This design comes from an exercise in tuning for small area and a short achievable clock period on the open sky130 flow, not from production work.
The RTL was checked by simulation tests, not by an equivalence proof against the original design.
Power is estimated from default activity; no workload was simulated.

## flow/design.v (module list and top-level ports; edited modules follow where they fit)
// module pipe_mult: 7 lines
// module delay_line: 14 lines
// module barrett_cfg: 60 lines
// module barrett_reduce: 4558 lines
// module barrett_top: 47 lines
module barrett_top (
  input  logic        clk_i,
  input  logic        rst_ni,
  input  logic        cfg_we_i,
  input  logic [47:0] cfg_i,         
  input  logic        in_valid_i,
  input  logic [35:0] in_i,          
  output logic        out_valid_o,
  output logic [19:0] out_o          
);
  // ...
==> flow/run.sh <==
#!/bin/bash
# synth_recipe.tcl (not shown) runs the flow's synth.tcl, then flattens the netlist and writes it again
# the make line also repeats each setting of config.mk as NAME=value (left out here)
make -C /OpenROAD-flow-scripts/flow DESIGN_CONFIG=/design/flow/config.mk WORK_HOME=/design/flow/orfs CLKGATE_MAP_FILE= SYNTH_SCRIPT=/design/flow/synth_recipe.tcl finish
==> flow/config.mk <==
export PLATFORM = sky130hd
export DESIGN_NAME = barrett_top
export DESIGN_NICKNAME = barrett_top
export VERILOG_FILES = /design/flow/design.v
export SDC_FILE = /design/flow/constraint.sdc
export NUM_CORES = 4
export LEC_CHECK = 0
export CAP_MARGIN = 20
export CORE_MARGIN = 2
export CORE_UTILIZATION = 40
export SETUP_SLACK_MARGIN = 4.4
export SLEW_MARGIN = 20
==> flow/constraint.sdc <==
create_clock -name core_clock -period 7.0 [get_ports {clk_i}]
set_input_delay 1.4000 -clock core_clock [delete_from_list [all_inputs] [get_ports {clk_i}]]
set_output_delay 1.4000 -clock core_clock [all_outputs]
set_load 0.01 [all_outputs]
==> results.sh, run 1 <==
export IMPL_status="complete, no violations"
export IMPL_buf_share_pct=9.934
export IMPL_clkCellAreaFrac_pct=4.999
export IMPL_crit_path_start="barrett_reduce_i.s4_cols_1622_q"
export IMPL_final_common_cell="dfxtp_1"
export IMPL_tap_cells=672
export IMPL_drive_gt1_share_pct=24.22
export IMPL_fin_crit_ns=3.007
export IMPL_criticalPathCategory="register to register"
export IMPL_synth_seq_area_share_pct=36.90
export IMPL_synthFlopType="dfxtp_1"
export IMPL_n_all_buffers=260
export IMPL_yosysTopAreaCell="dfxtp_1"
export IMPL_syn_avg_cell_area_sq_um=10.61
export IMPL_cts_setup_buffers=109
export IMPL_min_path_cells=0
export IMPL_cts_buffers=38
export IMPL_synthTopCellsByArea="dfxtp_1, fa_1, edfxtp_1"
export IMPL_io_pins=109
export IMPL_fin_crit_sh_pct=42.96
export IMPL_rsz0062_at_grt="true"
export IMPL_routed_wl_um=53250
export IMPL_synth_top_area_share_pct=25.83
export IMPL_multi_input_area_sq_um=12780
export IMPL_final_cell_mix="dfxtp_1, xnor2_1, inv_1"
export IMPL_drtAntennaViolNets=0
export IMPL_busiest_layer="met2"
export IMPL_p_seq_mw=3.18
export IMPL_synth_top_family_by_area="adder cells"
export IMPL_crit_arrival_ns=3.45
==> inputs of run 2 (changes only) <==
--- a/flow/config.mk
+++ b/flow/config.mk
@@ -8,5 +8,5 @@
 export CAP_MARGIN = 20
 export CORE_MARGIN = 2
 export CORE_UTILIZATION = 40
-export SETUP_SLACK_MARGIN = 4.4
+export SETUP_SLACK_MARGIN = 4.0
 export SLEW_MARGIN = 20
==> run 2 against run 1 <==
Largest cell class unchanged. Highest routed layer unchanged. Cell area is 7.0% lower. First-iteration DRC count is 9.6% lower. Via count is 3.4% lower. Sequential share of layout area is 2.0 points higher.
==> results.sh, run 2 <==
export IMPL_netlist_top_cells_count="dfxtp_1, a22oi_1, inv_1, xnor2_1, fa_1"
export IMPL_use_met2_pct=31.25
export IMPL_syn_inst=1891
export IMPL_routed_wl_um=49410
export IMPL_status="complete, no violations"
export IMPL_worstSetupEndpointType="register"
export IMPL_grt_pass1_wl_um=78540
export IMPL_vdd_drop_max_mv=0.2905
export IMPL_nets=2299
export IMPL_yosysTopAreaCell="dfxtp_1"
export IMPL_cts_tree="built"
export IMPL_diodes=0
export IMPL_final_hold_violation_count=0
export IMPL_area_growth_pct=18.38
export IMPL_drc=0
export IMPL_vias_per_cell=5.319
export IMPL_cts_buffers=38
export IMPL_synth_simple_area_share_pct=7.000
export IMPL_cts_sinks=334
export IMPL_synth_edf_count=69
export IMPL_port_buffers=94
export IMPL_drive_gt1_share_pct=11.81
export IMPL_fill_cells=4549
export IMPL_grt_total_usage_pct=18.88
export IMPL_ys_ff_latch=334
export IMPL_final_cell_mix="dfxtp_1, a22oi_1, inv_1, xnor2_1, fa_1"
export IMPL_synth_seq_area_share_pct=36.90
export IMPL_num_rows=82
export IMPL_fin_skew_ns=0.04616
export IMPL_die_w_um=228.0
export IMPL_power_leakage_nw=9.582
export IMPL_synth_top_family_by_area="adder cells"
export IMPL_crit_arrival_ns=3.49
export IMPL_fp_dieArea_sq_um=51990
export IMPL_drv_cap=0
export IMPL_synth_top_area_share_pct=25.83
export IMPL_cp_required_ns=7.44
export IMPL_drtAntennaViolNets=0
export IMPL_use_met3_pct=2.888
export IMPL_drv_slew=0
export IMPL_largestRegisters="barrett_cfg_i.q_o: 16 flops, barrett_reduce_i.r_o: 16 flops"
export IMPL_grt_max_degree=70
export IMPL_grt_antenna_before_repair=0
export IMPL_syn_avg_cell_area_sq_um=10.61
export IMPL_grt_pass1_vias=14410
export IMPL_first_iter_violations=1020
export IMPL_clk_latency_ns=0.58
export IMPL_regToRegSetupSlack_ns=3.95
export IMPL_fin_crit_ns=3.052
export IMPL_use_met1_pct=25.11
export IMPL_fin_ws_ns=3.948
export IMPL_via_count=14160
export IMPL_cp_max_fo=3
export IMPL_cts_buffer_depth=3
export IMPL_pre_cts_ws_ns=3.051
export IMPL_drtPass1Iterations=5
export IMPL_fin_crit_sh_pct=43.60
export IMPL_yosysMostFrequentCell="dfxtp_1"
export IMPL_synthTopCellsByArea="dfxtp_1, fa_1, edfxtp_1"
export IMPL_synth_compound_area_share_pct=14.24
export IMPL_ys_warnings_count=2
export IMPL_wl_per_cell_um=18.56
export IMPL_start_kind="register"
export IMPL_core_area_sq_um=49860
export IMPL_cellPowerDensity_nw_per_um2=542.2
export IMPL_die_y_um=228.0
export IMPL_syn_num_nets=2229
export IMPL_rsz0062_at_grt="true"
export IMPL_criticalPathCategory="register to register"
export IMPL_worst_slew_pin_slew_ns=1.411
export IMPL_synthAdderAreaFrac_pct=21.42
export IMPL_final_common_cell="dfxtp_1"
export IMPL_hold_class="register to register"
export IMPL_cts_root_buf="clkbuf_16"
export IMPL_max_freq_mhz=327.7
export IMPL_synth_area_sq_um=20070
export IMPL_fin_setup_tns_ns=0
export IMPL_setup_viol=0
export IMPL_clkTransAtPathRegs_ns=0.06
export IMPL_io_pins=109
export IMPL_ys_types=67
export IMPL_async_reset_ff_share_pct=1.796
export IMPL_busiest_layer="met2"
export IMPL_synthFlopType="dfxtp_1"
export IMPL_slew_headroom_pct=4.932
export IMPL_gp_congestion=0.8399
export IMPL_synth_xor_area_share_pct=12.04
export IMPL_cts_max_level=2
export IMPL_post_dp_hpwl_um=35500
export IMPL_initial_core_util_pct=40.25
export IMPL_gr_total_overflow=0
export IMPL_synthMuxAreaShare_pct=2.855
## run 2: cell counts after synthesis
No cell type changed its count.
## run 2: cell type report
| class | instances | area, sq um | share of cell area (%) |
|---|---|---|---|
| sequential | 334 | 7418 | 31.22 |
| tap | 672 | 840.8 | 3.539 |
| multi-input combinational | 1265 | 12060 | 50.76 |
| timing repair buffer | 149 | 1484 | 6.245 |
| clock inverter | 11 | 170.2 | 0.7162 |
| inverter | 173 | 649.4 | 2.733 |
| clock buffer | 58 | 1137 | 4.787 |
## run 2: report_power, final
group	total [mW]	internal, mW	switching (mW)	leakage [nW]
clock	2.03	1.21	0.819	0.637
sequential	3.20	2.65	0.549	2.92
combinational	7.65	3.61	4.04	6.02
total	12.9	7.47	5.41	9.58
## run 2: critical path, cell delays in order, from the launching register on
cell,delay (ns)
dfxtp_2,0.32
inv_2,0.05
fa_1,0.52
inv_1,0.04
ha_2,0.17
or3_4,0.37
o211ai_1,0.18
buf_4,0.17
a311oi_4,0.10
o31ai_2,0.24
nand2b_1,0.11
a21o_1,0.18
fa_2,0.34
xnor2_1,0.14
## run 2: final timing paths
| check | cells after the start | end | start |
|---|---|---|---|
| max | 13 | barrett_reduce_i.s5_r_1878_q | barrett_reduce_i.s4_cols_1633_q |
| min | 0 | barrett_reduce_i.s3_xl_1144_q | barrett_reduce_i.s2_xl_800_q |
| max reg2reg | 13 | barrett_reduce_i.s5_r_1878_q | barrett_reduce_i.s4_cols_1633_q |
| min reg2reg | 0 | barrett_reduce_i.s3_xl_1144_q | barrett_reduce_i.s2_xl_800_q |
| max in group asynchronous | 1 | barrett_reduce_i.v_q[4] | rst_ni |
| min in group asynchronous | 1 | barrett_reduce_i.v_q[1] | rst_ni |
## run 2: stage by stage
step	util (%)	area (sq um)	cells	total power, mW	hold slack (ns)
after floorplan	-	20070	1891	7.957	0.3096
after global placement	43.04	21460	2547	9.613	0.3107
after detailed placement	43.04	21460	2547	9.813	0.3121
after CTS	46.59	23230	2641	12.50	0.3180
after global routing	47.65	23760	2662	14.05	0.3262
final	47.65	23760	2662	12.88	0.3157
## run 2: what timing repair did
item,CTS,global route
hold buffers,0,0
pin swaps,30,36
buffers inserted,23,21
setup endpoints to repair,35,57
cloned,2,0
gates resized for setup,54,61
## run 2: logic make-up after synthesis
logic type	after synthesis
AND/OR/NAND/NOR	287
adder cells (fa/ha/maj)	250
buffers and inverters	293
multiplexers	44
flip-flops	334
AO/OA/AOI/OAI	407
XOR/XNOR	276
## run 2: per-layer routing
layer | wire length (um) | share of wire (%) | vias up
met2 | 23520 | 48 | 464
met5 | 0 | 0 | -
li1 | - | - | 6610
met1 | 21660 | 44 | 6987
met4 | 1300 | 2.6 | 0
met3 | 2928 | 5.9 | 97
==> inputs of run 3 (changes only) <==
--- a/flow/config.mk
+++ b/flow/config.mk
@@ -7,6 +7,6 @@
 export LEC_CHECK = 0
 export CAP_MARGIN = 20
 export CORE_MARGIN = 2
-export CORE_UTILIZATION = 40
+export CORE_UTILIZATION = 65
 export SETUP_SLACK_MARGIN = 4.0
 export SLEW_MARGIN = 20
==> run 3 against run 2 <==
Still clean. Global-route usage rose by 11 points. Non-clock buffer count fell by 9. Via count rose by 0.66%. Cell area fell by 2.5%. Sequential power barely moved. Sequential share of layout area rose by 0.81 points. Clock power barely moved. Critical path type unchanged. Largest power group unchanged. Highest routed layer unchanged.
==> results.sh, run 3 <==
export IMPL_status="complete, no violations"
export IMPL_regToRegSetupSlack_ns=3.89
export IMPL_io_pins=109
export IMPL_stdcell_area_sq_um=23160
export IMPL_yosysMostFrequentCell="dfxtp_1"
export IMPL_crit_path_start="barrett_reduce_i.s4_cols_1624_q"
export IMPL_dpl_cell_area_sq_um=21120
export IMPL_grt_max_degree=70
export IMPL_final_hold_violation_count=0
export IMPL_power_leakage_nw=9.489
export IMPL_setup_viol=0
export IMPL_largestRegisters="barrett_cfg_i.q_o: 16 flops, barrett_reduce_i.r_o: 16 flops"
export IMPL_utilization_pct=75.91
export IMPL_cts_root_buf="clkbuf_16"
export IMPL_cts_hold_buf=0
export IMPL_rr_startpoint="barrett_reduce_i.s4_cols_1624_q"
export IMPL_drv_cap=0
export IMPL_grt_antenna_before_repair=0
export IMPL_worst_slew_pin_slew_ns=1.059
export IMPL_vias_per_cell=6.003
export IMPL_drc=0
export IMPL_rsz0062_at_grt="true"
export IMPL_fin_setup_tns_ns=0
export IMPL_cellPowerDensity_nw_per_um2=553.0
export IMPL_criticalPathCategory="register to register"
export IMPL_cts_tree="built"
export IMPL_initial_core_util_pct=65.79
export IMPL_routed_wl_um=48720
export IMPL_worstSetupEndpointType="register"
export IMPL_r2r_cells=11
export IMPL_grt_total_usage_pct=30.17
export IMPL_nets=2289
export IMPL_cts_buffers=37
export IMPL_max_freq_mhz=321.8
export IMPL_cts_buffer_depth=3
export IMPL_synth_edf_count=69
export IMPL_clkTransAtPathRegs_ns=0.06
export IMPL_area_growth_pct=15.38
export IMPL_syn_inst=1891
export IMPL_num_rows=64
export IMPL_fin_skew_ns=0.02032
export IMPL_syn_num_nets=2229
export IMPL_crit_arrival_ns=3.60
export IMPL_final_cell_mix="dfxtp_1, a22oi_1, inv_1"
export IMPL_cp_endpoint="barrett_reduce_i.s5_r_1877_q"
export IMPL_yosysTopAreaCell="dfxtp_1"
export IMPL_drtPass1Iterations=8
export IMPL_clk_latency_ns=0.55
export IMPL_syn_avg_cell_area_sq_um=10.61
export IMPL_async_reset_ff_share_pct=1.796
export IMPL_gr_total_overflow=0
export IMPL_grt_pass1_wl_um=77620
export IMPL_port_buffers=94
export IMPL_vdd_drop_max_mv=0.2827
export IMPL_synth_compound_area_share_pct=14.24
export IMPL_via_count=14250
export IMPL_ys_warnings_count=2
export IMPL_fin_crit_sh_pct=44.39
export IMPL_grt_pass1_vias=14800
export IMPL_fp_dieArea_sq_um=32300
export IMPL_drtAntennaViolNets=0
export IMPL_cts_sinks=334
export IMPL_diodes=0
export IMPL_gp_congestion=0.8960
export IMPL_synthAdderAreaFrac_pct=21.42
export IMPL_wl_per_cell_um=20.52
export IMPL_synthFlopType="dfxtp_1"
export IMPL_start_kind="register"
export IMPL_first_iter_violations=1133
export IMPL_synth_xor_area_share_pct=12.04
export IMPL_ys_types=67
export IMPL_core_area_sq_um=30510
export IMPL_synth_area_sq_um=20070
export IMPL_die_w_um=179.7
export IMPL_cts_max_level=2
export IMPL_placedCellCount=2272
export IMPL_die_y_um=179.7
export IMPL_synth_top_area_share_pct=25.83
export IMPL_synth_simple_area_share_pct=7.000
export IMPL_cp_required_ns=7.49
export IMPL_ys_ff_latch=334
export IMPL_slew_headroom_pct=29.38
export IMPL_synth_seq_area_share_pct=36.90
export IMPL_final_common_cell="dfxtp_1"
export IMPL_synthTopCellsByArea="dfxtp_1, fa_1, edfxtp_1"
export IMPL_drv_slew=0
export IMPL_fin_crit_ns=3.107
export IMPL_cp_max_fo=3
export IMPL_drive_gt1_share_pct=10.97
export IMPL_final_cells=2374
export IMPL_post_dp_hpwl_um=34950
export IMPL_hold_class="register to register"
export IMPL_synth_top_family_by_area="adder cells"
export IMPL_netlist_top_cells_count="dfxtp_1, a22oi_1, inv_1, xnor2_1, fa_1"
export IMPL_synthMuxAreaShare_pct=2.855
export IMPL_r2r_end="barrett_reduce_i.s5_r_1877_q"
-- run 3: final cells by class --
cell class,count,area [sq um]
flip-flops and latches,334,7418
inverters,173,649.4
clock buffers,49,1074
repair buffers,140,1359
fillers,2072,7350
multi-input cells,1265,11940
well taps,396,495.5
clock inverters,17,222.7
-- run 3: kinds of logic (layout without fill, tap and decap cells) --
kind of cell / after synthesis / count (layout)
AO/OA/AOI/OAI: 407 / 407
XOR/XNOR: 276 / 276
adder cells (fa/ha/maj): 250 / 250
buffers and inverters: 293 / 379
flip-flops: 334 / 334
multiplexers: 44 / 44
AND/OR/NAND/NOR: 287 / 288
-- run 3: repair_timing --
action | 4_1_cts | 5_1_grt
resized for setup | 39 | 47
pin swaps | 15 | 25
endpoints found under the setup margin | 35 | 44
setup buffers | 19 | 14
endpoints found under the hold margin | 0 | 0
cloned | 3 | 0
-- run 3: worst max-delay path: stages (launching register included) --
cell      delay, ns
dfxtp_2        0.33
fa_1           0.58
ha_4           0.22
o21a_1         0.13
o21a_1         0.23
o211ai_1       0.18
buf_4          0.17
a311oi_4       0.12
o31ai_4        0.25
nand2b_1       0.13
a21o_1         0.19
fa_2           0.51
-- run 3: through the flow --
step,hold slack (ns),setup WS (ns),power (mW)
detailed placement,0.3121,2.846,9.642
global route,0.3273,3.786,13.93
finish,0.3211,3.893,12.81
global placement,0.3096,2.963,9.389
floorplan,0.3096,3.989,7.957
CTS,0.3260,3.893,12.34
-- run 3: worst min-delay path by stage --
stage	to	start	slack (ns)	cells past startpoint
global route	barrett_reduce_i.s3_xl_1128_q	barrett_reduce_i.s2_xl_784_q	0.33	0
global placement	barrett_reduce_i.s5_tag_1858_q	barrett_reduce_i.s4_tag_1612_q	0.31	0
finish	barrett_reduce_i.s4_cols_1616_q	barrett_reduce_i.s3_xl_1128_q	0.32	0
detailed placement	barrett_reduce_i.s2_tag_802_q	barrett_reduce_i.s1_tag_19_q	0.31	0
CTS	barrett_reduce_i.s4_cols_1616_q	barrett_reduce_i.s3_xl_1128_q	0.33	0
floorplan	barrett_reduce_i.s2_tag_802_q	barrett_reduce_i.s1_tag_19_q	0.31	0
-- run 3: routing by layer --
metal	vias up	GRT usage (%)	routed length [um]
li1	6581	-	-
met1	6915	35.99	18430
met2	621	54.84	25000
met3	135	3.809	3172
met4	0	12.85	2124
met5	-	0	0
-- run 3: report_power, final --
group,internal [mW],leakage [nW],total (mW),switching [mW]
registers,2.65,2.92,3.23,0.577
logic,3.56,5.93,7.56,4.00
clock network,1.21,0.636,2.02,0.813
total,7.42,9.49,12.8,5.39

[port drivers added, routing unchanged]
How much do the figures lean on ideal ports? The routed layouts below were timed once more, with nothing changed but the port constraints.
Step 1 assumes that a clkbuf_16 drives the clock port and a buf_2 every other input.
Step 2 moves the port delays by t, midway between the first and last clock arrival at a register: inputs arrive t later, outputs are due t later. That takes back most of the time a late clock gives input paths.
a / b / c = no drivers / after step 1 / after step 2; a / b = the first two.
run	t (ns)	slack for setup (ns)	cell pins on the clock port's net
run 1	0.613	3.993 / 3.993 / 3.861	1
run 2	0.617	3.948 / 3.948 / 3.744	1
run 3	0.593	3.893 / 3.893 / 3.723	1
After both steps every run listed still meets setup and hold. The setup slack of run 2, which loses most, moves by 0.000 ns with the drivers and by -0.204 ns with both steps.
